Background: an optimization exercise with open tools, aiming at small area, a short achievable clock period and few clock cycles. Do not read the settings as production practice.
RTL that was checked went through simulation tests only; none was proved equivalent to the original.
No activity file was given, so power comes from the tool's default toggle rates.

// top_k_candidate_list_unit
module top_k_candidate_list_unit
(
    input  logic                 aclk,
    input  logic                 aresetn,
    input  logic                 s_tvalid,
    output logic                 s_tready,
    input  logic [S_TDATA_W-1:0] s_tdata,    
    input  logic [S_TUSER_W-1:0] s_tuser,    
    output logic                 m_tvalid,
    input  logic                 m_tready,
    output logic [M_TDATA_W-1:0] m_tdata,    
    output logic [M_TUSER_W-1:0] m_tuser,    
    output logic                 m_tlast
);
For scale: roughly 1600 cells after synthesis, ~20000 sq um of cells after synthesis.
Settings: LEC_CHECK=0, CAP_MARGIN=20, CORE_MARGIN=2, CORE_UTILIZATION=40, CTS_CLUSTER_DIAMETER=100, CTS_CLUSTER_SIZE=18, SETUP_SLACK_MARGIN=3.8, SLEW_MARGIN=20; clock period 7.0 ns.
standard.sh (not shown) runs the stock make flow with config.mk's settings and CLKGATE_MAP_FILE= SYNTH_SCRIPT=/design/flow/synth_recipe.tcl, a recipe that flattens the netlist after the stock synthesis.
==> flow/flow/run.sh <==
#!/bin/bash
# The standard layout, with plain buffers (buf_1) on the ports in place of the
# delay buffers buffer_ports picks by default; timing repair resizes them where
# needed. Each tool's output goes to a log of its own under orfs/logs, and
# the make output to standard.log.
set -euo pipefail
export BUFFER_PORTS_ARGS="-buffer_cell sky130_fd_sc_hd__buf_1"
bash standard.sh > standard.log 2>&1
The baseline ran to the end with no violations.
Testbench counts at the start, summed over its fixed seeds: cycles 13,741.
Then changed:
--- a/flow/design.v
+++ b/flow/design.v
@@ -63,52 +63,49 @@
     input  logic [CNT_W-1:0]      held_count
 );
     logic                  req_valid;
     logic                  valid_reg;
     logic                  last_reg;
     tkcl_pkg::status_t     status_reg;
     logic [RANK_W-1:0]     idx_reg;
     logic [LIST_DEPTH-1:0] sel_reg;         
     logic [LIST_DEPTH-1:0] sel_score_reg;   
-    logic                  free_reg;        
     logic [LIST_DEPTH-1:0] sel_next;
     logic advance;     
     logic head_free;   
+    logic head_ins;    
+    logic take_base;   
+    logic take_last;   
     assign advance   = !valid_reg || m_tready;
     assign head_free = advance && (!valid_reg || last_reg);
     assign pop       = req_valid && head_free;
-    assign s_tready  = free_reg || (m_tready && last_reg);
+    assign head_ins  = (verdict == STAT_INSERTED);
+    assign take_base = !req_valid || (!valid_reg && !head_ins);
+    assign take_last = last_reg && !head_ins;
+    assign s_tready  = take_base || (m_tready && take_last);
     assign push      = s_tvalid && s_tready;
     always_ff @(posedge aclk) begin
         if (!aresetn) begin
             req_valid <= 1'b0;
         end else if (push) begin
             req_valid <= 1'b1;
         end else if (pop) begin
             req_valid <= 1'b0;
         end
     end
     always_ff @(posedge aclk) begin
         if (!aresetn) begin
             valid_reg <= 1'b0;
         end else if (advance) begin
             valid_reg <= (valid_reg && !last_reg) || req_valid;
         end
     end
     always_ff @(posedge aclk) begin
-        if (!aresetn) begin
-            free_reg <= 1'b1;
-        end else begin
-            free_reg <= !(push || (req_valid && !pop)) ||
-                        !(advance ? ((valid_reg && !last_reg) || req_valid) : valid_reg);
-        end
-    end
-    always_ff @(posedge aclk) begin
         if (advance) begin
             if (valid_reg && !last_reg) begin
                 idx_reg  <= idx_reg + RANK_W'(1);
                 last_reg <= (CNT_W'(idx_reg) + CNT_W'(2)) == held_count;
             end else begin
                 idx_reg <= '0;
                 if (verdict == STAT_INSERTED) begin
                     status_reg <= STAT_INSERTED;
                     last_reg   <= (held_count == '0);
@@ -178,45 +175,44 @@
             eq8[i] = eq4[2*i+1] & eq4[2*i];
         end
         le16 = ~(gt8[1] | (eq8[1] & gt8[0]));
     endfunction
     logic [ID_W-1:0]       req_id;
     logic [SCORE_W-1:0]    req_score;
     logic                  req_action;
     logic                  req_no_chance;
     logic [LIST_DEPTH-1:0] flag_le;     
-    logic [LIST_DEPTH-1:0] flag_eq;     
+    logic                  flag_dup;    
+    logic [LIST_DEPTH-1:0] in_eq;
     logic [ID_W-1:0]       in_id;
     logic [SCORE_W-1:0]    in_score;
     assign in_id    = s_tdata[ID_W-1:0];
     assign in_score = s_tdata[ID_W +: SCORE_W];
     logic [ID_W-1:0]    slot_id    [LIST_DEPTH];
     logic [SCORE_W-1:0] slot_score [LIST_DEPTH];
     logic [IDX_W-1:0]   slot_rank  [LIST_DEPTH];
     logic [CNT_W-1:0]   count_reg;
     logic [LIST_DEPTH-1:0] held;
-    logic [LIST_DEPTH-1:0] id_match;
     logic [LIST_DEPTH-1:0] score_le;
     logic [LIST_DEPTH-1:0] target;
     logic [LIST_DEPTH-1:0] rank_first;
     logic [LIST_DEPTH-1:0] rank_le;     
     logic [IDX_W-1:0]      ins_rank;
     logic [IDX_W-1:0]      idx_inc;
     logic                  new_first;
     logic                  full;
     logic                  insert;
     logic                  clear;
     assign full    = count_reg[CNT_W-1];
     assign idx_inc = idx + IDX_W'(1);
     always_comb begin
         for (int k = 0; k < LIST_DEPTH; k++) begin
             held[k]       = (CNT_W'(k) < count_reg);
-            id_match[k]   = flag_eq[k];
             score_le[k]   = flag_le[k];
             target[k]     = full ? (slot_rank[k] == IDX_W'(LIST_DEPTH - 1))
                                  : (count_reg == CNT_W'(k));
             rank_first[k] = held[k] && (slot_rank[k] == '0);
             next_sel[k]   = held[k] && (slot_rank[k] == idx_inc);
         end
     end
     always_comb begin
         for (int r = 0; r < LIST_DEPTH; r++) begin
@@ -231,42 +227,42 @@
     assign ins_rank[0] = (rank_le[0] & ~rank_le[1]) | (rank_le[2] & ~rank_le[3]) |
                          (rank_le[4] & ~rank_le[5]) | (rank_le[6] & ~rank_le[7]);
     assign new_first = !rank_le[0];
     assign first_sel = new_first ? target : rank_first;
     always_comb begin
         if (req_action == ACT_CLEAR) begin
             verdict = STAT_CLEARED;
         end else if (req_no_chance) begin
             verdict = STAT_NO_CHANCE;
-        end else if (|id_match) begin
+        end else if (flag_dup) begin
             verdict = STAT_DUPLICATE;
         end else if (full && (&score_le)) begin
             verdict = STAT_FULL_WORSE;
         end else begin
             verdict = STAT_INSERTED;
         end
     end
     assign clear  = pop && (req_action == ACT_CLEAR);
     assign insert = pop && (verdict == STAT_INSERTED);
+    always_comb begin
+        for (int k = 0; k < LIST_DEPTH; k++) begin
+            in_eq[k] = !clear && held[k] && (slot_id[k] == in_id);
+        end
+    end
     always_ff @(posedge aclk) begin
         if (push) begin
+            flag_dup      <= |in_eq;
             req_id        <= in_id;
             req_score     <= in_score;
             req_action    <= s_tuser[0];
             req_no_chance <= s_tuser[1];
             for (int k = 0; k < LIST_DEPTH; k++) begin
-                if (insert && target[k]) begin
-                    flag_le[k] <= !clear && le16(req_score, in_score);
-                    flag_eq[k] <= !clear && (req_id == in_id);
-                end else begin
-                    flag_le[k] <= !clear && held[k] && le16(slot_score[k], in_score);
-                    flag_eq[k] <= !clear && held[k] && (slot_id[k] == in_id);
-                end
+                flag_le[k] <= !clear && held[k] && le16(slot_score[k], in_score);
             end
         end
     end
     for (genvar k = 0; k < LIST_DEPTH; k++) begin : g_slot
         always_ff @(posedge aclk) begin
             if (insert && target[k]) begin
                 slot_id[k]    <= req_id;
                 slot_score[k] <= req_score;
             end
Outcome: The new run finished with timing, DRC and antenna clean. First-iteration DRC count falls by 21%. Wire length falls by 13%. Global-route usage falls by 1.5 points. Clock-buffer cell count falls by 15. Non-clock buffer count rises by 16. Worst setup slack is worse by 0.16 ns. Final area falls by 5.8%. Via count falls by 11%. Clock power falls by about 6%. Fmax falls by 4.7%.
For the second run of this note, only the layout was checked, not whether the RTL still works.

re-timing with driven ports:
No port has a modelled driver above. Below, the same layouts with a new extraction and two added sets of constraints.
Step 1 assumes that a clkbuf_16 drives the clock port and a buf_2 every other input.
Step 2 moves the port delays by t, midway between the first and last clock arrival at a register: inputs arrive t later, outputs are due t later. That takes back most of the time a late clock gives input paths.
a / b / c = ideal / step 1 / step 2; a / b = the first two.
run | t (ns) | setup WS [ns] | latest minus earliest clock arrival (ns) | worst data-port slew with drivers (ns)
the first run | 0.621 | 3.780 / 3.715 / 3.259 | 0.021 / 0.021 | 0.09
the second run | 0.619 | 3.623 / 3.573 / 3.433 | 0.038 / 0.038 | 0.06
After both steps every run listed still meets setup and hold. The setup slack of the first run, which loses most, moves by -0.065 ns with the drivers and by -0.521 ns with both steps.
